Context: an optimization exercise on an open-source flow, tuned for small area. The choices shown serve that exercise and are no tape-out recipe. At most, simulation tests tie the RTL to the original design; equivalence was not proved. Function not checked in run 2: the RTL went through the layout flow alone. The clock port is modelled as an ideal driver; clocking choices that lean on that would not hold on a real chip. Power and IR drop assume default switching activity.

**design/flow/flow/run.sh**
```bash
#!/bin/bash
# Layout flow: the standard ORFS flow (standard.sh, unchanged synthesis
# and steps), with settings of ORFS's own scripts:
#  * the port buffers that global placement inserts are the smallest buffer
#    cell, sky130_fd_sc_hd__buf_1, instead of the default pick (every input
#    and output port still gets its buffer);
#  * clock tree synthesis clusters the flip-flops under small clkbuf_4
#    sink buffers, with a clkbuf_8 root, and adds no dummy loads.
set -o pipefail
export BUFFER_PORTS_ARGS="-buffer_cell sky130_fd_sc_hd__buf_1"
export CTS_ARGS="-sink_clustering_enable -repair_clock_nets -root_buf sky130_fd_sc_hd__clkbuf_8 -buf_list {sky130_fd_sc_hd__clkbuf_4 sky130_fd_sc_hd__clkbuf_8} -sink_clustering_buffer sky130_fd_sc_hd__clkbuf_4 -sink_clustering_size 12 -dont_use_dummy_load"
bash standard.sh > standard.log 2>&1
```
**design/flow/standard.sh**
```bash
#!/bin/bash
# synth_recipe.tcl (not shown) runs the flow's synth.tcl, then flattens the netlist and writes it again
# the make line also repeats each setting of config.mk as NAME=value (left out here)
make -C /OpenROAD-flow-scripts/flow DESIGN_CONFIG=/design/flow/config.mk WORK_HOME=/design/flow/orfs CLKGATE_MAP_FILE= SYNTH_SCRIPT=/design/flow/synth_recipe.tcl "${@:-finish}"
```
**design/flow/config.mk**
```make
export PLATFORM = sky130hd
export DESIGN_NAME = pooling_unit
export DESIGN_NICKNAME = pooling_unit
export VERILOG_FILES = /design/flow/design.v
export SDC_FILE = /design/flow/constraint.sdc
export NUM_CORES = 4
export LEC_CHECK = 0
export CAP_MARGIN = 20
export CORE_MARGIN = 2
export CORE_UTILIZATION = 40
export CTS_BUF_LIST = sky130_fd_sc_hd__clkbuf_8
export CTS_CLUSTER_SIZE = 40
export SLEW_MARGIN = 20
export SYNTH_HIERARCHICAL = 1
export SYNTH_MINIMUM_KEEP_SIZE = 0
```
**design/flow/constraint.sdc**
```tcl
create_clock -name core_clock -period 6.0 [get_ports {clk}]
set_input_delay 1.2000 -clock core_clock [delete_from_list [all_inputs] [get_ports {clk}]]
set_output_delay 1.2000 -clock core_clock [all_outputs]
set_load 0.01 [all_outputs]
```
**design/flow/design.v**
```verilog
package pooling_pkg;
  typedef enum logic [2:0] {
    IDLE  = 3'b000,  
    ACC   = 3'b001,  
    FLUSH = 3'b101,  
    ROT   = 3'b010,  
    OUT   = 3'b100   
  } state_t;
endpackage
module pool_divider (
  input  logic       clk,
  input  logic [4:0] len,       
  input  logic [4:0] j,         
  input  logic       div_a,     
  input  logic       tap_a,     
  output logic       out_a,     
  output logic       inc_b      
);
  logic [3:0] rem_q, rem_in, rem_d;
  logic [4:0] t, p_q;
  logic [5:0] diff;
  logic       qa, q19_q;
  always_comb begin
    rem_in = (j == 5'd0) ? 4'd0 : rem_q;
    t      = {rem_in, tap_a};
    diff   = {1'b0, t} - {1'b0, len};
    qa     = !diff[5];
    rem_d  = qa ? diff[3:0] : t[3:0];
    out_a  = div_a ? qa : tap_a;
    inc_b  = !q19_q && (rem_q != 4'd0) && (j >= p_q);
  end
  always_ff @(posedge clk) begin
    if (div_a) begin
      rem_q <= rem_d;
      if (j == 5'd4) q19_q <= qa;
      if (!qa) p_q <= j;
    end
  end
endmodule
module pool_fa (
  input  logic a, b, c,
  output logic s, co
);
  assign s  = a ^ b ^ c;
  assign co = (a & b) | (c & (a ^ b));
endmodule
module pool_ha (
  input  logic a, b,
  output logic s, co
);
  assign s  = a ^ b;
  assign co = a & b;
endmodule
module pool_aoi222 (
  input  logic a1, b1, a2, b2, a3, b3,
  output logic y
);
  assign y = ~((a1 & b1) | (a2 & b2) | (a3 & b3));
endmodule
module pool_oai21 (
  input  logic a1, a2, b1,
  output logic y
);
  assign y = ~((a1 | a2) & b1);
endmodule
module pool_nand2 (
  input  logic a, b,
  output logic y
);
  assign y = ~(a & b);
endmodule
module pool_inv (
  input  logic a,
  output logic y
);
  assign y = ~a;
endmodule
module pool_and2 (
  input  logic a, b,
  output logic y
);
  assign y = a & b;
endmodule
module pool_nor2 (
  input  logic a, b,
  output logic y
);
  assign y = ~(a | b);
endmodule
module pool_xor2 (
  input  logic a, b,
  output logic y
);
  assign y = a ^ b;
endmodule
module pooling_unit #(
  parameter  int IL       = 4,
  parameter  int FL       = 16,
  parameter  int CHANNELS = 4,
  parameter  int MAX_LEN  = 16,
  localparam int LEN_W    = $clog2(MAX_LEN + 1),
  localparam int DW       = IL + FL
) (
  input  logic                   clk,
  input  logic                   rst,
  input  logic                   start,
  input  logic                   mode,
  input  logic [LEN_W-1:0]       len_cfg,
  input  logic [CHANNELS*DW-1:0] in_data,
  input  logic                   in_valid,
  output logic                   in_ready,
  output logic [CHANNELS*DW-1:0] out_data,
  output logic                   out_valid,
  input  logic                   out_ready,
  output logic                   busy
);
  localparam int AW = 24;
  localparam int CW = 7;           
  localparam int CW2 = 14;
  pooling_pkg::state_t state_q;
  logic          mode_q;           
  logic [4:0]    len_q;
  logic [4:0]    j_q;              
  logic [3:0]    k_q;              
  logic [AW-1:0] p_q [4];
  logic [3:0]    c1_q, c2_q;       
  logic          fl_q;             
  logic [4:0]    len_c, j_inc;
  logic          beat, first, last_beat, shift, clr, flush, lane_end;
  logic          s_sum_lo, s_sum_hi;
  logic [3:0]    s_u;
  logic          div_a, act_b, out_a, inc_b, tail;
  assign len_c = (len_cfg > 5'd16) ? 5'd16 : len_cfg;
  assign in_ready  = state_q[0] && !state_q[2];
  assign out_valid = state_q[2] && !state_q[0];
  assign busy      = |state_q;
  assign j_inc     = j_q + 5'd1;
  assign beat      = in_ready && in_valid;
  assign first     = (j_q == 5'd0);
  assign last_beat = beat && (j_inc == len_q);
  assign flush     = state_q[2] && state_q[0];
  assign shift     = state_q[1];
  assign clr       = !busy;
  assign lane_end  = (j_q == 5'd23);
  assign s_sum_lo  = beat && !mode_q;
  assign s_sum_hi  = s_sum_lo || flush;
  assign div_a = !mode_q && (k_q[0] == k_q[2]) && !k_q[3];
  assign act_b = k_q[3] || (k_q[0] && !k_q[2]) || (!k_q[0] && k_q[1] && k_q[2]);
  pool_divider u_div (
    .clk   (clk),
    .len   (len_q),
    .j     (j_q),
    .div_a (div_a),
    .tap_a (p_q[2][AW-1]),
    .out_a (out_a),
    .inc_b (inc_b)
  );
  assign tail = p_q[3][AW-1] ^ (act_b && ((mode_q || inc_b) ^ (j_q == 5'd4)));
  for (genvar g = 0; g < 4; g++) begin : g_lane
    localparam int IN_LANE = (g + 1) % 4;
    logic [DW-1:0]    x;           
    logic [DW-1:0]    u;           
    logic [DW:0]      cy;
    logic [AW-1:0]    sum;
    logic [AW-1:DW]   cu;
    logic [AW-1:0]    prev, d, y;
    logic             cl, cm, ch, eq_m, eq_h, take, ns_u, s_hold_lo, s_hold_hi, s_hold_up;
    assign x = in_data[IN_LANE*DW +: DW];
    assign u[CW-1:0] = x[CW-1:0];
    for (genvar b = CW; b < DW - 1; b++) begin : g_gate
      pool_and2 u_and (.a(x[b]), .b(!flush), .y(u[b]));
    end
    pool_nor2 u_nor19 (.a(x[DW-1]), .b(flush), .y(u[DW-1]));
    assign cy[0]  = 1'b0;
    assign cy[CW]  = c1_q[g];
    assign cy[CW2] = c2_q[g];
    for (genvar b = 0; b < DW; b++) begin : g_add
      if (b == 0) begin : g_ha0
        pool_ha u_ha (.a(p_q[g][b]), .b(u[b]), .s(sum[b]), .co(cy[b+1]));
      end else if (b == CW - 1) begin : g_fa_top
        pool_fa u_fa (.a(p_q[g][b]), .b(u[b]), .c(cy[b]), .s(sum[b]), .co(cl));
      end else if (b == CW2 - 1) begin : g_fa_mid
        pool_fa u_fa (.a(p_q[g][b]), .b(u[b]), .c(cy[b]), .s(sum[b]), .co(cm));
      end else begin : g_fa
        pool_fa u_fa (.a(p_q[g][b]), .b(u[b]), .c(cy[b]), .s(sum[b]), .co(cy[b+1]));
      end
    end
    assign ch = cy[DW];
    assign cu[DW] = ch;
    for (genvar b = DW; b < AW - 1; b++) begin : g_inc
      pool_ha u_ha (.a(p_q[g][b]), .b(cu[b]), .s(sum[b]), .co(cu[b+1]));
    end
    pool_xor2 u_x23 (.a(p_q[g][AW-1]), .b(cu[AW-1]), .y(sum[AW-1]));
    assign eq_m = &sum[CW2-1:CW];
    assign eq_h = &sum[DW-1:CW2];
    assign take = first || ch || (eq_h && (cm || (eq_m && cl)));
    assign s_u[g]    = beat && mode_q && take;
    assign ns_u      = !s_u[g];
    assign s_hold_lo = !clr && !shift && !s_sum_lo && !s_u[g];
    assign s_hold_hi = !clr && !shift && !s_sum_hi && !s_u[g];
    assign s_hold_up = !clr && !shift && !s_sum_hi;
    if (g == 0) begin : g_first
      assign prev = {p_q[g][AW-2:0], tail};
    end else if (g == 3) begin : g_head
      assign prev = {p_q[g][AW-2:0], out_a};
    end else begin : g_mid
      assign prev = {p_q[g][AW-2:0], p_q[g-1][AW-1]};
    end
    for (genvar b = 0; b < AW; b++) begin : g_mux
      if (b < CW) begin : g_lo
        pool_aoi222 u_aoi (.a1(s_hold_lo), .b1(p_q[g][b]), .a2(s_sum_lo), .b2(sum[b]),
                           .a3(shift), .b3(prev[b]), .y(y[b]));
      end else if (b < DW) begin : g_hi
        pool_aoi222 u_aoi (.a1(s_hold_hi), .b1(p_q[g][b]), .a2(s_sum_hi), .b2(sum[b]),
                           .a3(shift), .b3(prev[b]), .y(y[b]));
      end else begin : g_up
        pool_aoi222 u_aoi (.a1(s_hold_up), .b1(p_q[g][b]), .a2(s_sum_hi), .b2(sum[b]),
                           .a3(shift), .b3(prev[b]), .y(y[b]));
      end
      if (b < DW - 1) begin : g_o
        pool_oai21 u_oai (.a1(ns_u), .a2(x[b]), .b1(y[b]), .y(d[b]));
      end else if (b == DW - 1) begin : g_n
        logic t;
        pool_nand2 u_n0 (.a(s_u[g]), .b(x[b]), .y(t));
        pool_nand2 u_n1 (.a(y[b]), .b(t), .y(d[b]));
      end else begin : g_i
        pool_inv u_i (.a(y[b]), .y(d[b]));
      end
    end
    always_ff @(posedge clk) begin
      p_q[g] <= d;
      if (clr || flush) c1_q[g] <= 1'b0;
      else if (s_sum_lo) c1_q[g] <= cl;
      if (clr) c2_q[g] <= 1'b0;
      else if (s_sum_hi) c2_q[g] <= cm;
    end
    assign out_data[g*DW +: DW] = p_q[g][DW-1:0];
  end
  always_ff @(posedge clk) begin
    if (rst) begin
      state_q <= pooling_pkg::IDLE;
    end else begin
      case (state_q)
        pooling_pkg::IDLE:  if (start) state_q <= (len_c == 5'd0) ? pooling_pkg::OUT : pooling_pkg::ACC;
        pooling_pkg::ACC:   if (last_beat) state_q <= pooling_pkg::FLUSH;
        pooling_pkg::FLUSH: if (fl_q) state_q <= pooling_pkg::ROT;
        pooling_pkg::ROT:   if (lane_end && k_q[3]) state_q <= pooling_pkg::OUT;
        pooling_pkg::OUT:   if (out_ready) state_q <= pooling_pkg::IDLE;
        default:            state_q <= pooling_pkg::IDLE;
      endcase
    end
  end
  always_ff @(posedge clk) begin
    if (clr) begin
      mode_q <= mode;
      len_q  <= len_c;
      j_q    <= 5'd0;
    end else if (beat || shift) begin
      j_q <= (last_beat || lane_end) ? 5'd0 : j_inc;
    end
    fl_q <= flush && !fl_q;
    if (flush) k_q <= 4'd0;
    else if (lane_end) k_q <= k_q + 4'd1;
  end
endmodule
```
==> results of run 1 <==
[stage by stage]
step | hold WS, ns | area, um2 | TNS [ns] | std cells | worst slack (ns)
final | 0.446 | 9130 | 0 | 1177 | 0.391
after detailed placement | 0.439 | 8900 | -0.361 | 1160 | -0.0528
after floorplan | 0.413 | 8420 | 0 | 785 | 0.571
after CTS | 0.452 | 9130 | 0 | 1177 | 0.410
after global placement | 0.439 | 8900 | -0.0618 | 1160 | -0.0140
after global routing | 0.484 | 9130 | 0 | 1177 | 0.167
[Yosys cell counts (2+ instances only)]
master,number
clkbuf_1,3
o2111ai_1,5
fa_1,77
nor2b_1,7
nor2_2,2
buf_4,80
ha_1,31
o21ai_0,4
o21ai_1,77
nor4_1,2
and3_1,3
nand4_1,9
or3_1,3
a211oi_1,5
edfxtp_1,16
nand2b_1,4
nand2_1,21
nand3b_1,2
nor2_1,37
nand3_1,6
dfxtp_1,117
and2_4,2
nand4b_1,2
xnor2_1,7
mux2_2,3
and4_1,4
and2_1,49
nor3_1,8
buf_2,3
inv_1,45
xor2_1,8
nor4b_1,2
mux2i_1,12
a21oi_1,14
a2111oi_0,2
a222oi_1,96
buf_6,2
[layer usage]
layer	track usage (%)	share of wire [%]	vias to the layer above
met5	0	0	-
met4	4.10	0.81	0
met3	4.16	7.1	12
met2	32.6	49	234
met1	26.8	43	3204
li1	-	-	3147
[logic make-up (layout without fill, tap and decap cells)]
| logic type | count (synthesis) | in the layout | synth area share (%) |
|---|---|---|---|
| and+or+nand+nor | 168 | 168 | 11.1 |
| xor gates and xnor gates | 16 | 16 | 1.75 |
| DFF | 133 | 133 | 33.5 |
| adders and majority gates | 108 | 108 | 22.9 |
| AOI/OAI and AO/OA | 211 | 211 | 19.1 |
| buffers and inverters | 134 | 251 | 9.77 |
| muxes | 15 | 15 | 1.83 |
[state kept, by name, summed over array words and instances (netlist names)]
name	cells
mode_q	1
state_q	3
p_q	96
len_q	5
j_q	5
c2_q	4
fl_q	1
k_q	4
u_div.q19_q	1
u_div.p_q	5
u_div.rem_q	4
c1_q	4
[modules after synthesis, one instance, submodules excluded]
module	flip-flops and latches	copies in the design	cells inside	cell area [um2]
pooling_unit	123	1	376	4200
pool_divider	10	1	65	717
pool_fa	0	76	1	20.0
pool_ha	0	16	1	12.5
pool_aoi222	0	96	1	10.0
pool_xor2	0	4	1	8.76
pool_and2	0	48	1	6.26
pool_oai21	0	76	1	5.00
pool_inv	0	16	1	3.75
pool_nand2	0	8	1	3.75
pool_nor2	0	4	1	3.75
[worst max path at each step]
stage | cells after the start | to | slack (ns)
after CTS | 17 | p_q[2][2] | 0.41
after floorplan | 15 | p_q[0][10] | 0.57
after detailed placement | 17 | p_q[2][2] | -0.05
after global routing | 17 | p_q[2][4] | 0.17
after global placement | 17 | p_q[2][4] | -0.01
final | 17 | p_q[2][0] | 0.39
[power breakdown]
part / leakage [uW] / internal, uW / total, uW / switching, uW
logic: 0.00241 / 540 / 1260 / 722
registers: 0.00112 / 1120 / 1360 / 245
clock network: 0.000122 / 249 / 559 / 310
total: 0.00365 / 1910 / 3190 / 1280
[cell type report]
type	count	area share, %
repair buffers	188	8.48
multi-input cells	518	52.3
flip-flops and latches	133	31.0
well taps	275	3.77
clock buffers	17	2.56
inverters	46	1.89
==> impl_metrics.tcl, run 1 <==
set metrics [dict create \
    grt_usage_pct 19.7 \
    crit_required_ns 6.36 \
    max_freq_mhz 178 \
    synth_area_leaders "dfxtp_1 (28%), fa_1 (18%), a222oi_1 (11%)" \
    ff_latch_area_mm2 0.00283 \
    ys_warn_count 10 \
    crit_buf_inv 2 \
    crit_chain "buf_1 -> and2_1 -> fa_1 -> fa_1 -> fa_1 -> fa_1 -> fa_1 -> fa_1 -> fa_1 -> nand4_1 -> nor2_1 -> o2111ai_1 -> a21oi_1 -> buf_4 -> nor3_1 -> a222oi_1 -> o21ai_1" \
    min_delay_worst_endpoint "fl_q" \
    rows 53 \
    r2r-end "p_q[2][0]" \
    drv_slew 0 \
    crit_start "in_data[67]" \
    synth_fp_nets 984 \
    cts_tree "yes" \
    hold_class "flop to flop" \
    cp-start-kind "primary input" \
    ctsHoldBuffers 0 \
    tightest_slew_ns 1.01 \
    drt-total-wl_um 21300 \
    grt_pass1_vias 6429 \
    hold_depth 1 \
    core_mm2 0.0208 \
    critPathMaxFanout 7 \
    skew_ns 0.0237 \
    syn_inst 785 \
    synth_edf_count 16 \
    fin_util_pct 43.8 \
    arrival_ns 5.97 \
    end_kind "flop" \
    htree_levels 4 \
    dp.final_hpwl_um 15300 \
    grt_start_max_net_pins 83 \
    io_buffers 173 \
    drc 0 \
    area_growth_pct 8.46 \
    firstDrtPassIters 7 \
    cts_setup_buffers 0 \
    final_common_cell "buf_1" \
    slew_headroom_pct 32.8 \
    die_w_um 149 \
    multiInputGateArea_mm2 0.00478 \
    vias 6597 \
    cts_resized 0 \
    outcome "finished clean" \
    detail_route.iter0.violations 821 \
    synth_seq_cells 133 \
    crit_type "primary input to flop" \
    fillers 2093 \
    root_buffer "clkbuf_8" \
    die_h_um 149 \
    antenna_found_initial 0 \
    hold_path_startpoint "fl_q" \
    gp_congestion 0.784 \
    nNetsFinal 1103 \
    vdd_drop_max_v 0.000144 \
    ant_nets 0 \
    final_hold_viol_count 0 \
    synth_top_area_cell "dfxtp_1" \
    clock_latency_ns 0.44 \
    yosysSeqAreaShare_pct 33.5 \
    cts.sinks 133 \
    numCtsBuffers 17 \
    total_power_uw 3190 \
    cp_common_cell "fa_1" \
    overflow 0 \
    synth.top_cell.area_share_pct 27.8 \
    via_per_inst 5.60 \
    drive_gt1_share_pct 5.21 \
    ff2ff_path_depth 18 \
    cts_buffer_depth 2 \
    rsz0062_at_grt "false" \
    p_per_area_mw_per_mm2 349 \
    wl_per_cell_um 18.1 \
    cp_top_family "adder cells" \
    cap_violations 0 \
    period_share_pct 93.5 \
    die_area_mm2 0.0222 \
    netlist_area_mm2 0.00842 \
    ys.flop_type "dfxtp_1" \
    clkTransAtPathRegs_ns 0.06 \
    start_util_pct 40.4 \
    postSynthAreaPerCell_um2 10.7 \
    layout_common_cells "buf_1 (173), dfxtp_1 (116), a222oi_1 (96)" \
    antenna_cells 0 \
    async_reset_ff_share_pct 0 \
    setup_violations 0 \
    grt_pass1_wl_um 34400 \
    reg2reg_slack_ns 0.47 \
    finalCriticalPeriod_ns 5.61 \
    critical_path.slowest_cell "nor3_1" \
    boundaryPins 174 \
    regToRegStartpoint "state_q[0]" \
    critPathMaxStageDelay_ns 0.70 \
    synth.distinct_cells 52 \
    power_leakage_uw 0.00365 \
]
==> inputs of run 2 (changes only) <==
--- a/design/flow/design.v
+++ b/design/flow/design.v
@@ -117,3 +117,3 @@
   localparam int AW = 24;
-  localparam int CW = 7;           
+  localparam int CW = 8;           
   localparam int CW2 = 14;
--- a/design/flow/flow/run.sh
+++ b/design/flow/flow/run.sh
@@ -6,4 +6,4 @@
 #    and output port still gets its buffer);
-#  * clock tree synthesis clusters the flip-flops under small clkbuf_4
-#    sink buffers, with a clkbuf_8 root, and adds no dummy loads.
+#  * clock tree synthesis may use clkbuf_4 or clkbuf_8 buffers under a
+#    clkbuf_8 root, and adds no dummy loads.
 set -o pipefail
==> run 2 against run 1 <==
Critical path type unchanged. Die area is 0.24% higher. Final cell count about the same. Clock skew increased by 0.00062 ns. Sequential power is essentially flat. Flip-flop and latch count unchanged. Highest routed layer is now met5. Synthesized cell count up 0.51%.
==> impl_metrics.tcl, run 2 <==
set metrics [dict create \
    outcome "finished clean" \
    die_w_um 149 \
    cts.sinks 133 \
    grt_pass1_vias 6561 \
    cts_buffer_depth 2 \
    synthTopCellsByCount "dfxtp_1 (117), a222oi_1 (96), buf_4 (82), fa_1 (77), o21ai_1 (77)" \
    cp-start-kind "primary input" \
    power_frac_comb_pct 39.1 \
    drc 0 \
    core_mm2 0.0209 \
    clock_latency_ns 0.44 \
    worst_hold_slack_ns 0.450 \
    synth_fp_nets 988 \
    grt_pass1_wl_um 34800 \
    area_growth_pct 8.52 \
    crit_type "primary input to flop" \
    syn_inst 789 \
    registers.top_by_ff_count "p_q" \
    synth_seq_cells 133 \
    post-synth-top-count-cell "dfxtp_1" \
    firstDrtPassIters 6 \
    dp_cells 1161 \
    total_power_uw 3130 \
    postSynthAreaPerCell_um2 10.7 \
    numCtsBuffers 17 \
    antenna_found_initial 1 \
    cp_common_cell "fa_1" \
    cts_tree "yes" \
    synth_top_area_cell "dfxtp_1" \
    slew_headroom_pct 32.2 \
    seqPwrFrac_pct 43.0 \
    overflow 0 \
    cp_top_family "adder cells" \
    synth_area_leaders "dfxtp_1 (28%), fa_1 (18%), a222oi_1 (11%)" \
    gp_congestion 0.819 \
    drt-total-wl_um 21600 \
    arrival_ns 5.92 \
    end_kind "flop" \
    io_buffers 173 \
    tightest_slew_ns 1.01 \
    grt_usage_pct 20.0 \
    period_share_pct 92.5 \
    switchingPower_uw 1240 \
    critPathMaxStageDelay_ns 0.84 \
    die_area_mm2 0.0223 \
    crit_chain "buf_1 -> ha_1 -> fa_1 -> fa_1 -> fa_1 -> fa_1 -> fa_1 -> fa_1 -> fa_1 -> nand3_1 -> nor2_1 -> o2111ai_1 -> a21oi_1 -> nor3_1 -> a222oi_1 -> o21ai_1" \
    async_reset_ff_share_pct 0 \
    dp.final_hpwl_um 15500 \
    finalCriticalPeriod_ns 5.55 \
    rsz0062_at_grt "false" \
    final_hold_viol_count 0 \
    grt_start_max_net_pins 79 \
    vdd_drop_max_v 0.000137 \
    ys.flop_type "dfxtp_1" \
    switching_share_pct 39.8 \
    hold_class "flop to flop" \
    cts_resized 0 \
    die_h_um 149 \
    synth.distinct_cells 58 \
    ys_warn_count 10 \
    boundaryPins 174 \
    root_buffer "clkbuf_8" \
    cap_violations 0 \
    crit_buf_inv 1 \
    fin_util_pct 43.8 \
    drive_gt1_share_pct 6.09 \
    vias 6659 \
    final_cells 1178 \
    antenna_cells 0 \
    power_leakage_uw 0.00366 \
    start_util_pct 40.4 \
    largest_reg_flops 96 \
    critPathMaxFanout 8 \
    yosysSeqAreaShare_pct 33.4 \
    clkTransAtPathRegs_ns 0.07 \
    netlist_area_mm2 0.00844 \
    rows 53 \
    nNetsFinal 1104 \
    drv_slew 0 \
    critical_path.slowest_cell "nor3_1" \
    max_freq_mhz 180 \
    synth_edf_count 16 \
    ant_nets 0 \
    p_int_uw 1880 \
    p_per_area_mw_per_mm2 341 \
    setup_violations 0 \
    detail_route.iter0.violations 691 \
    cts_setup_buffers 0 \
    final_common_cell "buf_1" \
    layout_common_cells "buf_1 (173), dfxtp_1 (116), a222oi_1 (96)" \
    wl_per_cell_um 18.3 \
    via_per_inst 5.65 \
    crit_required_ns 6.37 \
    ctsHoldBuffers 0 \
    htree_levels 4 \
    skew_ns 0.0243 \
    fillers 2076 \
    synth.top_cell.area_share_pct 27.8 \
    clockPowerShare_pct 17.9 \
]
run 2: final cells by class:
class                           count  area [um2]  area share, %
Multi-Input combinational cell    519        4790           52.3
Sequential cell                   133        2830           30.9
Timing Repair Buffer              189         795           8.67
Tap cell                          275         344           3.76
Clock buffer                       17         234           2.55
Inverter                           45         169           1.84
run 2: per-stage QoR:
step	area [um2]	worst slack, ns	setup TNS (ns)
floorplan	8440	0.675	0
global placement	8910	-0.0154	-0.0582
detailed placement	8910	-0.0882	-1.27
CTS	9150	0.368	0
global route	9160	0.153	0
finish	9160	0.450	0
run 2: Yosys stat by module (local to each module, per instance), excerpt:
module | flops+latches | area (um2)
pool_oai21 | 0 | 5.00
pool_and2 | 0 | 6.26
pool_divider | 10 | 717
pooling_unit | 123 | 4240
pool_xor2 | 0 | 8.76
pool_inv | 0 | 3.75
pool_fa | 0 | 20.0
pool_aoi222 | 0 | 10.0
pool_ha | 0 | 12.5
pool_nand2 | 0 | 3.75
run 2: logic make-up after synthesis:
logic type,share of synthesized area (%)
AO/OA/AOI/OAI,19.2
XOR/XNOR,1.56
adder cells (fa/ha/maj),22.9
buffers and inverters,9.92
flip-flops,33.4
multiplexers,1.72
AND/OR/NAND/NOR,11.3
run 2: power by group through the flow:
stage | Sequential, uW | Combinational (uW) | Clock (uW)
global route | 1390 | 1390 | 624
floorplan | 1300 | 1010 | 0
finish | 1340 | 1220 | 558
CTS | 1350 | 1230 | 588
global placement | 1360 | 1210 | 0
detailed placement | 1370 | 1220 | 0
run 2: routing by layer:
layer,global-route usage (%),wire length (um),vias up
met2,32.8,10500,239
met4,5.52,294,2
met1,26.2,9300,3253
met3,5.50,1530,19
met5,0,13,-
li1,-,-,3146
run 2: path summary, 6_finish.rpt:
| path | start | to | slack, ns | depth (start not counted) |
|---|---|---|---|---|
| max reg2reg | state_q[0] | p_q[3][6] | 0.54 | 15 |
| min reg2reg | fl_q | fl_q | 0.45 | 1 |
| min | fl_q | fl_q | 0.45 | 1 |
| max | in_data[0] | p_q[3][6] | 0.45 | 16 |
==> inputs of run 3 (changes only) <==
--- a/design/flow/design.v
+++ b/design/flow/design.v
@@ -117,3 +117,3 @@
   localparam int AW = 24;
-  localparam int CW = 8;           
+  localparam int CW = 7;           
   localparam int CW2 = 14;
==> design/flow/flow/run.sh (replaced) <==
#!/bin/bash
# Layout flow: the standard ORFS flow (standard.sh, unchanged synthesis
# and steps), with settings of ORFS's own scripts:
#  * the port buffers that global placement inserts are the smallest buffer
#    cell, sky130_fd_sc_hd__buf_1, instead of the default pick (every input
#    and output port still gets its buffer);
#  * clock tree synthesis builds the tree from clkbuf_4 buffers under a
#    clkbuf_8 root and adds no dummy loads; flow/post_cts.tcl then makes the
#    buffers that drive 9 or more pins clkbuf_8.
set -o pipefail
export BUFFER_PORTS_ARGS="-buffer_cell sky130_fd_sc_hd__buf_1"
export CTS_ARGS="-sink_clustering_enable -repair_clock_nets -root_buf sky130_fd_sc_hd__clkbuf_8 -buf_list sky130_fd_sc_hd__clkbuf_4 -dont_use_dummy_load"
bash standard.sh > standard.log 2>&1
==> run 3 against run 2 <==
Non-clock buffer count is 1 lower. First-iteration DRC count up 18%. Via count decreased by 0.24%. Sequential share of layout area is 0.44 points higher. Clock skew increased by 0.018 ns. Hold slack gained 0.0030 ns. Synthesized cell count decreased by 0.51%. Worst setup slack lost 0.065 ns. Maximum frequency decreased by 1.2%. Largest cell class unchanged. Largest power group unchanged.
==> impl_metrics.tcl, run 3 <==
set metrics [dict create \
    crit_buf_inv 2 \
    synth_top_area_cell "dfxtp_1" \
    crit_required_ns 6.34 \
    cts_buffer_depth 2 \
    design_area_mm2 0.00903 \
    start_util_pct 40.4 \
    p_per_area_mw_per_mm2 339 \
    area_growth_pct 7.27 \
    synth_edf_count 16 \
    die_w_um 149 \
    synth_area_leaders "dfxtp_1 (28%), fa_1 (18%), a222oi_1 (11%)" \
    drt-total-wl_um 21400 \
    skew_ns 0.0427 \
    synthTopCellsByCount "dfxtp_1 (117), a222oi_1 (96), buf_4 (80), fa_1 (77), o21ai_1 (77)" \
    final_common_cell "buf_1" \
    ctsHoldBuffers 0 \
    arrival_ns 5.95 \
    numCtsBuffers 17 \
    critical_path.slowest_cell "nor3_1" \
    power_leakage_uw 0.00361 \
    largest_reg_flops 96 \
    ff_latch_area_mm2 0.00283 \
    setup_violations 0 \
    core_mm2 0.0208 \
    vias 6643 \
    worst_hold_slack_ns 0.453 \
    wl_per_cell_um 18.2 \
    detail_route.iter0.violations 817 \
    finalCriticalPeriod_ns 5.62 \
    gp_congestion 0.784 \
    max_freq_mhz 178 \
    cts_resized 0 \
    registers.top_by_ff_count "p_q" \
    layout_common_cells "buf_1 (173), dfxtp_1 (116), a222oi_1 (96)" \
    synth.distinct_cells 52 \
    drc 0 \
    postSynthAreaPerCell_um2 10.7 \
    cp_top_family "adder cells" \
    yosysSeqAreaShare_pct 33.5 \
    hold_class "flop to flop" \
    firstDrtPassIters 10 \
    multiInputGateArea_mm2 0.00478 \
    crit_end "p_q[2][0]" \
    cts.sinks 133 \
    ff2ff_path_depth 18 \
    end_kind "flop" \
    overflow 0 \
    clock_latency_ns 0.43 \
    cap_violations 0 \
    cts_tree "yes" \
    grt_usage_pct 19.8 \
    boundaryPins 174 \
    synth_fp_nets 984 \
    cp.depth 17 \
    crit_chain "buf_1 -> and2_1 -> fa_1 -> fa_1 -> fa_1 -> fa_1 -> fa_1 -> fa_1 -> fa_1 -> nand4_1 -> nor2_1 -> o2111ai_1 -> a21oi_1 -> buf_4 -> nor3_1 -> a222oi_1 -> o21ai_1" \
    io_buffers 173 \
    dp.final_hpwl_um 15300 \
    root_buffer "clkbuf_8" \
    nNetsFinal 1103 \
    grt_pass1_wl_um 34500 \
    outcome "finished clean" \
    antenna_cells 0 \
    crit_start "in_data[67]" \
    cts_setup_buffers 0 \
    synth_seq_cells 133 \
    netlist_area_mm2 0.00842 \
    synth.top_cell.area_share_pct 27.8 \
    slew_headroom_pct 32.1 \
    grt_pass1_vias 6439 \
    async_reset_ff_share_pct 0 \
    ys_warn_count 10 \
    final_hold_viol_count 0 \
    grt_start_max_net_pins 83 \
    crit_type "primary input to flop" \
    rsz0062_at_grt "false" \
    tightest_slew_ns 1.02 \
    htree_levels 4 \
    cp_common_cell "fa_1" \
    critPathMaxStageDelay_ns 0.71 \
    cp-start-kind "primary input" \
    reg2reg_slack_ns 0.48 \
    vdd_drop_max_v 0.000140 \
    critPathMaxFanout 7 \
    via_per_inst 5.64 \
    post-synth-top-count-cell "dfxtp_1" \
    ys.flop_type "dfxtp_1" \
    regToRegStartpoint "state_q[0]" \
    fillers 2106 \
    period_share_pct 93.6 \
    die_area_mm2 0.0222 \
    rows 53 \
    antenna_found_initial 0 \
    place_area_mm2 0.00890 \
    r2r-end "p_q[2][0]" \
    total_power_uw 3060 \
    setup_tns_ns 0 \
    ant_nets 0 \
    syn_inst 785 \
    fin_util_pct 43.4 \
    drive_gt1_share_pct 5.21 \
    die_h_um 149 \
    drv_slew 0 \
    clkTransAtPathRegs_ns 0.09 \
]
## run 3: cell count changes after synthesis, sizes merged, moves of 3 or more
cell	previous run	this run
nor2b	10	7
and2	48	51
buf	89	85
xnor2	5	8
a21oi	11	14
o21ai	85	82
nand3	12	6
## run 3: where the power goes
part / leakage [uW] / internal [uW] / switching (uW)
clock: 0.0000808 / 139 / 294
sequential: 0.00112 / 1120 / 245
combinational: 0.00241 / 539 / 724
## run 3: stage by stage
stage	cells	setup WS, ns
5_1_grt	1177	0.178
2_1_floorplan	785	0.571
3_5_place_dp	1160	-0.0528
3_3_place_gp	1160	-0.0140
6_report	1177	0.384
4_1_cts	1177	0.390
## run 3: logic make-up after synthesis
group,Yosys count,synth area share (%)
and+or+nand+nor,168,11.1
muxes,15,1.83
adders and majority gates,108,22.9
DFF,133,33.5
buffers and inverters,134,9.77
AOI/OAI and AO/OA,211,19.1
xor gates and xnor gates,16,1.75
## run 3: how the worst min path moves through the flow
stage | startpoint | end | slack [ns] | cells after the start
final | fl_q | fl_q | 0.45 | 1
after global routing | fl_q | fl_q | 0.49 | 1
after CTS | fl_q | fl_q | 0.46 | 1
after detailed placement | fl_q | fl_q | 0.44 | 1
after global placement | fl_q | fl_q | 0.44 | 1
after floorplan | fl_q | fl_q | 0.41 | 1
## run 3: final cells by class
cell class	instances	share of cell area (%)
sequential	133	31.3
tap	275	3.81
multi-input combinational	518	52.9
clock buffer	17	1.48
inverter	46	1.91
timing repair buffer	188	8.58
## run 3: per-module statistics from Yosys (local to each module, per instance), a selection
module        area (um2)  cells  flops+latches
pool_divider         717     65             10
pool_nor2           3.75      1              0
pool_oai21          5.00      1              0
pool_aoi222         10.0      1              0
pool_xor2           8.76      1              0
pool_ha             12.5      1              0
pooling_unit        4200    376            123
pool_fa             20.0      1              0
pool_nand2          3.75      1              0
## run 3: metal layers
layer | vias to the layer above | part of all wire [%] | track usage, %
met5 | - | 0 | 0
met4 | 0 | 0.82 | 4.38
met3 | 12 | 6.4 | 4.34
met2 | 237 | 49 | 32.6
met1 | 3243 | 44 | 26.8
li1 | 3151 | - | -
==> inputs of run 4 (changes only) <==
--- a/design/flow/flow/run.sh
+++ b/design/flow/flow/run.sh
@@ -12,2 +12,3 @@
 export CTS_ARGS="-sink_clustering_enable -repair_clock_nets -root_buf sky130_fd_sc_hd__clkbuf_8 -buf_list sky130_fd_sc_hd__clkbuf_4 -dont_use_dummy_load"
+export POST_CTS_TCL="$PWD/flow/post_cts.tcl"
 bash standard.sh > standard.log 2>&1
==> design/flow/flow/post_cts.tcl (new file) <==
set n_up 0
foreach inst [[ord::get_db_block] getInsts] {
  if { [[$inst getMaster] getName] ne "sky130_fd_sc_hd__clkbuf_4" } { continue }
  set fanout 0
  foreach iterm [$inst getITerms] {
    if { [$iterm isOutputSignal] && [$iterm getNet] ne "NULL" } {
      set fanout [expr { [llength [[$iterm getNet] getITerms]] - 1 }]
    }
  }
  if { $fanout >= 9 } {
    replace_cell [$inst getName] sky130_fd_sc_hd__clkbuf_8
    incr n_up
  }
}
puts "post_cts.tcl: $n_up clock buffers resized to clkbuf_8"
detailed_placement
check_placement -verbose
==> run 4 against run 3 <==
Still clean on timing, DRC and antenna. Via count grew 0.47%. Critical path type unchanged. Maximum frequency is 0.70% higher. Sequential share of layout area decreased by 0.17 points. Register-to-register slack is essentially flat. Clock skew shrank 0.0098 ns. Cell area rose by 0.55%.
==> impl_metrics.tcl, run 4 <==
set metrics [dict create \
    p_int_uw 1850 \
    ff2ff_path_depth 18 \
    crit_type "primary input to flop" \
    finalCriticalPeriod_ns 5.58 \
    min_delay_worst_endpoint "fl_q" \
    boundaryPins 174 \
    crit_required_ns 6.35 \
    end_kind "flop" \
    final_common_cell "buf_1" \
    outcome "finished clean" \
    rows 53 \
    power_leakage_uw 0.00363 \
    synth.top_cell.area_share_pct 27.8 \
    clock_latency_ns 0.45 \
    rsz0062_at_grt "false" \
    dp.final_hpwl_um 15300 \
    skew_ns 0.0329 \
    largest_reg_flops 96 \
    pre_cts_slack_ns -0.0528 \
    grt_start_max_net_pins 83 \
    gp_congestion 0.784 \
    fin_util_pct 43.6 \
    critPathMaxFanout 7 \
    syn_inst 785 \
    hold_path_startpoint "fl_q" \
    drv_slew 0 \
    reg2reg_slack_ns 0.49 \
    detail_route.iter0.violations 751 \
    grt_pass1_vias 6459 \
    fillers 2102 \
    area_growth_pct 7.86 \
    cts.sinks 133 \
    final_hold_viol_count 0 \
    crit_chain "buf_1 -> and2_1 -> fa_1 -> fa_1 -> fa_1 -> fa_1 -> fa_1 -> fa_1 -> fa_1 -> nand4_1 -> nor2_1 -> o2111ai_1 -> a21oi_1 -> buf_4 -> nor3_1 -> a222oi_1 -> o21ai_1" \
    crit_start "in_data[67]" \
    switching_share_pct 40.7 \
    max_freq_mhz 179 \
    vias 6674 \
    setup_ws_ns 0.423 \
    ys.flop_type "dfxtp_1" \
    p_per_area_mw_per_mm2 345 \
    drc 0 \
    vdd_drop_max_v 0.000142 \
    ff_latch_area_mm2 0.00283 \
    worst_hold_slack_ns 0.451 \
    slew_headroom_pct 32.1 \
    r2r-end "p_q[2][6]" \
    switchingPower_uw 1280 \
    drt-total-wl_um 21400 \
    power_frac_comb_pct 40.5 \
    start_util_pct 40.4 \
    async_reset_ff_share_pct 0 \
    cp-start-kind "primary input" \
    core_mm2 0.0208 \
    multiInputGateArea_mm2 0.00478 \
    hold_class "flop to flop" \
    grt_usage_pct 19.8 \
    antenna_cells 0 \
    netlist_area_mm2 0.00842 \
    registers.top_by_ff_count "p_q" \
    synth.distinct_cells 52 \
    regToRegStartpoint "state_q[0]" \
    total_power_uw 3130 \
    overflow 0 \
    cts_tree "yes" \
    synth_fp_nets 984 \
    layout_common_cells "buf_1 (173), dfxtp_1 (116), a222oi_1 (96)" \
    clkTransAtPathRegs_ns 0.08 \
    cap_violations 0 \
    clockPowerShare_pct 15.9 \
    ys_warn_count 10 \
    grt_pass1_wl_um 34500 \
    period_share_pct 92.9 \
    yosysSeqAreaShare_pct 33.5 \
    synth_area_leaders "dfxtp_1 (28%), fa_1 (18%), a222oi_1 (11%)" \
    hold_depth 1 \
    ant_nets 0 \
    post-synth-top-count-cell "dfxtp_1" \
    die_area_mm2 0.0222 \
    via_per_inst 5.67 \
    postSynthAreaPerCell_um2 10.7 \
    firstDrtPassIters 8 \
    arrival_ns 5.93 \
    die_h_um 149 \
    wl_per_cell_um 18.2 \
    critPathMaxStageDelay_ns 0.68 \
    synth_seq_cells 133 \
    nNetsFinal 1103 \
    tightest_slew_ns 1.02 \
    seqPwrFrac_pct 43.6 \
    drive_gt1_share_pct 5.21 \
    synthTopCellsByCount "dfxtp_1 (117), a222oi_1 (96), buf_4 (80), fa_1 (77), o21ai_1 (77)" \
    die_w_um 149 \
    synth_top_area_cell "dfxtp_1" \
    antenna_found_initial 0 \
    cp_common_cell "fa_1" \
    io_buffers 173 \
    synth_edf_count 16 \
    setup_violations 0 \
    critical_path.slowest_cell "nor3_1" \
]
-- run 4: cell counts after synthesis --
Identical to the previous run, type by type.
-- run 4: kinds of logic (layout without fill, tap and decap cells) --
family / count (synthesis) / after routing / share of synthesized area (%)
AO/OA/AOI/OAI: 211 / 211 / 19.1
adder cells (fa/ha/maj): 108 / 108 / 22.9
AND/OR/NAND/NOR: 168 / 168 / 11.1
flip-flops: 133 / 133 / 33.5
XOR/XNOR: 16 / 16 / 1.75
buffers and inverters: 134 / 251 / 9.77
multiplexers: 15 / 15 / 1.83
-- run 4: how the worst max path moves through the flow --
stage                            end  slack, ns  cells after the start
final                      p_q[2][6]       0.42                     17
after global routing       p_q[2][4]       0.13                     18
after detailed placement   p_q[2][2]      -0.05                     17
after global placement     p_q[2][4]      -0.01                     17
after floorplan           p_q[0][10]       0.57                     15
-- run 4: power by group through the flow --
stage / Clock, uW / Sequential, uW / Combinational (uW)
6_report: 498 / 1370 / 1270
5_1_grt: 557 / 1410 / 1430
3_5_place_dp: 0 / 1390 / 1260
3_3_place_gp: 0 / 1380 / 1250
2_1_floorplan: 0 / 1320 / 1040
-- run 4: modules after synthesis, one instance, submodules excluded --
module / area [um2] / cells
pool_and2: 6.26 / 1
pool_aoi222: 10.0 / 1
pool_divider: 717 / 65
pool_fa: 20.0 / 1
pool_ha: 12.5 / 1
pool_inv: 3.75 / 1
pool_nand2: 3.75 / 1
pool_nor2: 3.75 / 1
pool_oai21: 5.00 / 1
pool_xor2: 8.76 / 1
pooling_unit: 4200 / 376
-- run 4: final cells by class --
| type | instances | area share [%] |
|---|---|---|
| multi-input cells | 518 | 52.6 |
| clock buffers | 17 | 2.03 |
| inverters | 46 | 1.90 |
| flip-flops and latches | 133 | 31.1 |
| repair buffers | 188 | 8.53 |
| well taps | 275 | 3.79 |
-- run 4: layer usage --
layer / vias to the layer above / wire, um / GRT usage, % / share of wire [%]
met4: 0 / 242 / 5.38 / 1.1
met3: 18 / 1470 / 3.79 / 6.9
met2: 271 / 10300 / 32.6 / 48
met1: 3228 / 9350 / 26.8 / 44
li1: 3157 / - / - / -
met5: - / 0 / 0 / 0
-- run 4: stage by stage --
stage	cell area [um2]	setup TNS, ns	cells
3_5_place_dp	8900	-0.361	1160
2_1_floorplan	8420	0	785
3_3_place_gp	8900	-0.0618	1160
6_report	9080	0	1177
5_1_grt	9080	0	1177
-- run 4: critical path, delay by kind of cell --
| family | cells | cell delay, ns |
|---|---|---|
| and+or+nand+nor | 4 | 1.02 |
| adders and majority gates | 7 | 2.81 |
| AOI/OAI and AO/OA | 4 | 0.63 |
| buffers and inverters | 2 | 0.25 |
==> inputs of run 5 (changes only) <==
--- a/design/flow/flow/run.sh
+++ b/design/flow/flow/run.sh
@@ -8,3 +8,3 @@
 #    clkbuf_8 root and adds no dummy loads; flow/post_cts.tcl then makes the
-#    buffers that drive 9 or more pins clkbuf_8.
+#    buffers that drive 10 or more pins clkbuf_8.
 set -o pipefail
--- a/design/flow/flow/post_cts.tcl
+++ b/design/flow/flow/post_cts.tcl
@@ -9,3 +9,3 @@
   }
-  if { $fanout >= 9 } {
+  if { $fanout >= 10 } {
     replace_cell [$inst getName] sky130_fd_sc_hd__clkbuf_8
==> run 5 against run 4 <==
Still clean. Die area did not move. Utilization fell by 0.18 points. Register-to-register slack barely moved. Clock skew barely moved. First-iteration DRC count rose by 7.1%. Total power fell by 1.8%. Maximum frequency fell by 0.47%. Combinational power barely moved. Routed wire length fell by 0.31%. Final cell count did not move. Hold slack barely moved. Highest routed layer unchanged.
==> impl_metrics.tcl, run 5 <==
set metrics [dict create \
    detail_route.iter0.violations 804 \
    antenna_found_initial 0 \
    critPathMaxFanout 7 \
    fin_util_pct 43.4 \
    dp.final_hpwl_um 15300 \
    rsz0062_at_grt "false" \
    slew_headroom_pct 30.6 \
    via_per_inst 5.62 \
    synth_area_leaders "dfxtp_1 (28%), fa_1 (18%), a222oi_1 (11%)" \
    firstDrtPassIters 8 \
    p_per_area_mw_per_mm2 340 \
    ant_nets 0 \
    syn_inst 785 \
    antenna_cells 0 \
    crit_required_ns 6.33 \
    finalCriticalPeriod_ns 5.60 \
    synth.distinct_cells 52 \
    rows 53 \
    power_leakage_uw 0.00361 \
    cp-start-kind "primary input" \
    crit_chain "buf_1 -> and2_1 -> fa_1 -> fa_1 -> fa_1 -> fa_1 -> fa_1 -> fa_1 -> fa_1 -> nand4_1 -> nor2_1 -> o2111ai_1 -> a21oi_1 -> buf_4 -> nor3_1 -> a222oi_1 -> o21ai_1" \
    cp_common_cell "fa_1" \
    setup_violations 0 \
    postSynthAreaPerCell_um2 10.7 \
    io_buffers 173 \
    die_h_um 149 \
    post-synth-top-count-cell "dfxtp_1" \
    critical_path.slowest_cell "nor3_1" \
    skew_ns 0.0324 \
    die_w_um 149 \
    dp_cells 1160 \
    arrival_ns 5.93 \
    crit_buf_inv 2 \
    yosysSeqAreaShare_pct 33.5 \
    pre_cts_slack_ns -0.0528 \
    largest_reg_flops 96 \
    nNetsFinal 1103 \
    vdd_drop_max_v 0.000139 \
    clkTransAtPathRegs_ns 0.08 \
    overflow 0 \
    final_common_cell "buf_1" \
    area_growth_pct 7.42 \
    synth_edf_count 16 \
    wl_per_cell_um 18.1 \
    tightest_slew_ns 1.04 \
    grt_start_max_net_pins 83 \
    drv_slew 0 \
    grt_pass1_vias 6442 \
    gp_congestion 0.784 \
    ys.flop_type "dfxtp_1" \
    cts.sinks 133 \
    synth_top_area_cell "dfxtp_1" \
    grt_pass1_wl_um 34500 \
    worst_hold_slack_ns 0.451 \
    netlist_area_mm2 0.00842 \
    crit_type "primary input to flop" \
    hold_class "flop to flop" \
    final_hold_viol_count 0 \
    outcome "finished clean" \
    period_share_pct 93.4 \
    clock_latency_ns 0.43 \
    die_area_mm2 0.0222 \
    start_util_pct 40.4 \
    setup_ws_ns 0.397 \
    max_freq_mhz 178 \
    critPathMaxStageDelay_ns 0.69 \
    cp_top_family "adder cells" \
    cts_tree "yes" \
    async_reset_ff_share_pct 0 \
    drt-total-wl_um 21300 \
    drc 0 \
    boundaryPins 174 \
    synth_fp_nets 984 \
    core_mm2 0.0208 \
    vias 6616 \
    layout_common_cells "buf_1 (173), dfxtp_1 (116), a222oi_1 (96)" \
    synthTopCellsByCount "dfxtp_1 (117), a222oi_1 (96), buf_4 (80), fa_1 (77), o21ai_1 (77)" \
    total_power_uw 3070 \
    final_cells 1177 \
    cap_violations 0 \
    synth.top_cell.area_share_pct 27.8 \
    drive_gt1_share_pct 5.21 \
    end_kind "flop" \
    registers.top_by_ff_count "p_q" \
    grt_usage_pct 19.8 \
    synth_seq_cells 133 \
    ys_warn_count 10 \
]
==> run 5: cell counts after synthesis <==
Identical to the previous run, type by type.
==> run 5: worst paths after layout <==
kind	startpoint	end	slack [ns]	cells past startpoint
setup / recovery	in_data[67]	p_q[2][6]	0.40	17
hold / removal	fl_q	fl_q	0.45	1
hold reg to reg	fl_q	fl_q	0.45	1
setup reg to reg	state_q[0]	p_q[2][6]	0.49	18
==> run 5: logic make-up (layout without fill, tap and decap cells) <==
logic type / after synthesis / count (layout) / share of synthesized area, %
flip-flops: 133 / 133 / 33.5
buffers and inverters: 134 / 251 / 9.77
AO/OA/AOI/OAI: 211 / 211 / 19.1
AND/OR/NAND/NOR: 168 / 168 / 11.1
XOR/XNOR: 16 / 16 / 1.75
adder cells (fa/ha/maj): 108 / 108 / 22.9
multiplexers: 15 / 15 / 1.83
==> run 5: routing by layer <==
metal	share of wire [%]	wire [um]	GRT usage [%]
met3	7.0	1500	4.34
met4	0.81	172	4.38
met2	48	10300	32.6
met5	0	0	0
met1	44	9330	26.8
==> run 5: worst reg2reg max path: stages, from the launching register on <==
cell	delay, ns
dfxtp_1	0.34
nand2_1	0.20
buf_12	0.24
and2_1	0.17
fa_1	0.40
fa_1	0.39
fa_1	0.39
fa_1	0.39
fa_1	0.39
fa_1	0.39
fa_1	0.46
nand4_1	0.11
nor2_1	0.06
o2111ai_1	0.17
a21oi_1	0.10
buf_4	0.16
nor3_1	0.69
a222oi_1	0.25
o21ai_1	0.12
==> run 5: per-module statistics from Yosys, one instance, submodules excluded <==
module	cell area [um2]	copies in the design	flip-flops and latches	cells inside
pooling_unit	4200	1	123	376
pool_aoi222	10.0	96	0	1
pool_inv	3.75	16	0	1
pool_oai21	5.00	76	0	1
pool_and2	6.26	48	0	1
pool_xor2	8.76	4	0	1
pool_nand2	3.75	8	0	1
pool_divider	717	1	10	65
pool_fa	20.0	76	0	1
pool_nor2	3.75	4	0	1
pool_ha	12.5	16	0	1
==> run 5: final cells by class <==
cell class	count	area [um2]
Clock buffer	17	146
Fill cell	2104	11800
Inverter	46	173
Multi-Input combinational cell	518	4780
Sequential cell	133	2830
Tap cell	275	344
Timing Repair Buffer	188	774
==> run 5: metrics by stage <==
step                      area, um2  setup TNS (ns)
after floorplan                8420               0
after global placement         8900         -0.0618
after detailed placement       8900          -0.361
after global routing           9040               0
final                          9040               0
==> run 5: report_power, final <==
| part | switching, uW | internal (uW) | total [uW] |
|---|---|---|---|
| Clock | 296 | 153 | 449 |
| Sequential | 245 | 1120 | 1360 |
| Combinational | 722 | 540 | 1260 |
| Total | 1260 | 1810 | 3070 |
==> inputs of run 6 (changes only) <==
--- a/design/flow/flow/run.sh
+++ b/design/flow/flow/run.sh
@@ -8,3 +8,4 @@
 #    clkbuf_8 root and adds no dummy loads; flow/post_cts.tcl then makes the
-#    buffers that drive 10 or more pins clkbuf_8.
+#    buffers that drive 10 or more pins clkbuf_8 and sizes down gates on
+#    paths with slack (repair_timing -recover_power).
 set -o pipefail
--- a/design/flow/flow/post_cts.tcl
+++ b/design/flow/flow/post_cts.tcl
@@ -15,2 +15,6 @@
 puts "post_cts.tcl: $n_up clock buffers resized to clkbuf_8"
+# Give back the drive strength that timing does not need: resize gates on
+# paths with slack to smaller cells (OpenROAD's power recovery).
+estimate_parasitics -placement
+repair_timing -recover_power 100 -verbose
 detailed_placement
==> run 6 against run 5 <==
Clock power is essentially flat. First-iteration DRC count shrank 1.2%. Critical path depth is the same. Via count grew 0.83%. Highest routed layer unchanged.
==> impl_metrics.tcl, run 6 <==
set metrics [dict create \
    crit_chain "buf_1 -> and2_0 -> fa_1 -> fa_1 -> fa_1 -> fa_1 -> fa_1 -> fa_1 -> fa_1 -> nand4_1 -> nor2_1 -> o2111ai_1 -> a21oi_1 -> nor2_1 -> clkbuf_1 -> a222oi_1 -> o21ai_0" \
    dp.final_hpwl_um 15300 \
    period_share_pct 95.1 \
    firstDrtPassIters 10 \
    synth_area_leaders "dfxtp_1 (28%), fa_1 (18%), a222oi_1 (11%)" \
    synth.top_cell.area_share_pct 27.8 \
    grt_usage_pct 19.8 \
    layout_common_cells "buf_1 (173), dfxtp_1 (117), a222oi_1 (96)" \
    crit_buf_inv 2 \
    place_area_mm2 0.00890 \
    largest_reg_flops 96 \
    synthTopCellsByCount "dfxtp_1 (117), a222oi_1 (96), buf_4 (80), fa_1 (77), o21ai_1 (77)" \
    skew_ns 0.0324 \
    tightest_slew_ns 1.09 \
    synth.distinct_cells 52 \
    crit_required_ns 6.30 \
    postSynthAreaPerCell_um2 10.7 \
    max_freq_mhz 175 \
    ys.flop_type "dfxtp_1" \
    final_cells 1178 \
    synth_fp_nets 984 \
    ys_warn_count 10 \
    cp_top_family "adder cells" \
    synth_seq_cells 133 \
    registers.top_by_ff_count "p_q" \
    final_hold_viol_count 0 \
    design_area_mm2 0.00903 \
    synth_compound_area_share_pct 19.1 \
    cap_violations 0 \
    wl_per_cell_um 18.2 \
    setup_ws_ns 0.291 \
    vdd_drop_max_v 0.000139 \
    core_mm2 0.0208 \
    power_frac_comb_pct 40.5 \
    synth_fa_ha_area_share_pct 22.9 \
    clkTransAtPathRegs_ns 0.11 \
    rows 53 \
    switching_share_pct 41.2 \
    synth_top_area_cell "dfxtp_1" \
    die_h_um 149 \
    clockPowerShare_pct 14.8 \
    switchingPower_uw 1260 \
    hold_class "flop to flop" \
    drt-total-wl_um 21500 \
    synth_xor_xnor_area_share_pct 1.75 \
    synth_edf_count 16 \
    start_util_pct 40.4 \
    end_kind "flop" \
    outcome "finished clean" \
    arrival_ns 6.01 \
    slew_headroom_pct 27.0 \
    async_reset_ff_share_pct 0 \
    setup_tns_ns 0 \
    critical_path.slowest_cell "fa_1" \
    cts_tree "yes" \
    cp_common_cell "fa_1" \
    cp-start-kind "primary input" \
    area_growth_pct 7.24 \
    regToRegStartpoint "state_q[0]" \
    netlist_area_mm2 0.00842 \
    syn_inst 785 \
    dp_cells 1160 \
    clock_latency_ns 0.43 \
    die_w_um 149 \
    boundaryPins 174 \
    grt_start_max_net_pins 83 \
    drc 0 \
    r2r-end "p_q[1][17]" \
    reg2reg_slack_ns 0.36 \
    rsz0062_at_grt "false" \
    gp_congestion 0.784 \
    ff2ff_path_depth 18 \
    ant_nets 0 \
    crit_type "primary input to flop" \
    via_per_inst 5.66 \
    p_int_uw 1790 \
    setup_violations 0 \
    drv_slew 0 \
    hold_path_startpoint "fl_q" \
    post-synth-top-count-cell "dfxtp_1" \
    drive_gt1_share_pct 4.10 \
    antenna_cells 0 \
    p_per_area_mw_per_mm2 338 \
    seqPwrFrac_pct 44.7 \
    finalCriticalPeriod_ns 5.71 \
    antenna_found_initial 0 \
    synth_top_family_by_area "adder cells" \
    grt_pass1_vias 6444 \
    synthMuxAreaShare_pct 1.83 \
    yosysSeqAreaShare_pct 33.5 \
    power_leakage_uw 0.00359 \
    vias 6671 \
    detail_route.iter0.violations 794 \
    hold_depth 1 \
    pre_cts_slack_ns -0.0528 \
    overflow 0 \
    min_delay_worst_endpoint "fl_q" \
    die_area_mm2 0.0222 \
    yosys.area_share.simple_pct 11.1 \
    final_common_cell "buf_1" \
    cts.sinks 133 \
    critPathMaxStageDelay_ns 0.52 \
    total_power_uw 3050 \
    grt_pass1_wl_um 34400 \
    critPathMaxFanout 13 \
    nNetsFinal 1104 \
    io_buffers 173 \
]
[run 6: power by group through the flow]
stage	Combinational, uW	Clock [uW]	Sequential [uW]
global placement	1250	0	1380
finish	1240	450	1360
global route	1400	511	1410
floorplan	1040	0	1320
detailed placement	1260	0	1390
[run 6: worst max-delay path by stage]
stage | start | endpoint | slack [ns] | cells past startpoint
after global placement | in_data[67] | p_q[2][4] | -0.01 | 17
final | in_data[47] | p_q[1][17] | 0.29 | 17
after detailed placement | in_data[67] | p_q[2][2] | -0.05 | 17
after floorplan | in_data[27] | p_q[0][10] | 0.57 | 15
after global routing | state_q[0] | p_q[1][18] | 0.08 | 18
[run 6: cell type report]
cell class                 instances  area, um2
clock buffer                      17        146
fill                            2109      11800
inverter                          46        173
multi-input combinational        518       4760
sequential                       133       2820
tap                              275        344
timing repair buffer             189        779
[run 6: per-module statistics from Yosys, one instance, submodules excluded, excerpt]
module,cells,copies in the design
pool_fa,1,76
pool_aoi222,1,96
pool_nand2,1,8
pool_and2,1,48
pooling_unit,376,1
pool_xor2,1,4
pool_inv,1,16
pool_nor2,1,4
pool_divider,65,1
pool_oai21,1,76
[run 6: per-layer routing]
layer	GRT usage (%)	share of wire [%]	vias up
met5	0	0	-
met4	4.38	0.89	0
met3	4.34	6.1	13
met2	32.6	48	241
met1	26.7	45	3255
li1	-	-	3162
[run 6: stage by stage]
stage               hold slack (ns)  utilization, %
finish                        0.452            43.4
global route                  0.489            43.4
detailed placement            0.439            42.7
global placement              0.439            42.7
floorplan                     0.413               -
[run 6: logic make-up (layout without fill, tap and decap cells)]
| logic type | Yosys count | after routing |
|---|---|---|
| flops | 133 | 133 |
| fa+ha+maj | 108 | 108 |
| simple gates | 168 | 168 |
| compound gates | 211 | 211 |
| mux | 15 | 15 |
| xor+xnor | 16 | 16 |
| buf+inv | 134 | 252 |

## separate check: timing with driven ports
How much do the figures lean on ideal ports? The routed layouts below were timed once more, with nothing changed but the port constraints. Step 1 assumes that a clkbuf_16 drives the clock port and a buf_2 every other input. Step 2 moves the port delays by t, midway between the first and last clock arrival at a register: inputs arrive t later, outputs are due t later. That takes back most of the time a late clock gives input paths. a / b / c = no drivers / after step 1 / after step 2; a / b = the first two.
run	shift t [ns]	slack for setup (ns)	worst setup path at the end	worst slew at a driven data input, ns	cell pins on the clock port's net
run 1	0.473	0.391 / 0.409 / -0.064	input to register	0.06	1
run 2	0.472	0.450 / 0.468 / -0.004	input to register	0.07	1
run 3	0.451	0.384 / 0.404 / -0.046	input to register	0.05	1
run 4	0.470	0.423 / 0.442 / -0.028	input to register	0.05	1
run 5	0.456	0.397 / 0.417 / -0.039	input to register	0.06	1
run 6	0.456	0.291 / 0.312 / -0.144	input to register	0.06	1
With both steps, setup timing fails in every run listed, where it was met with ideal ports. The setup slack of run 1, which loses most, moves by +0.018 ns with the drivers and by -0.455 ns with both steps.
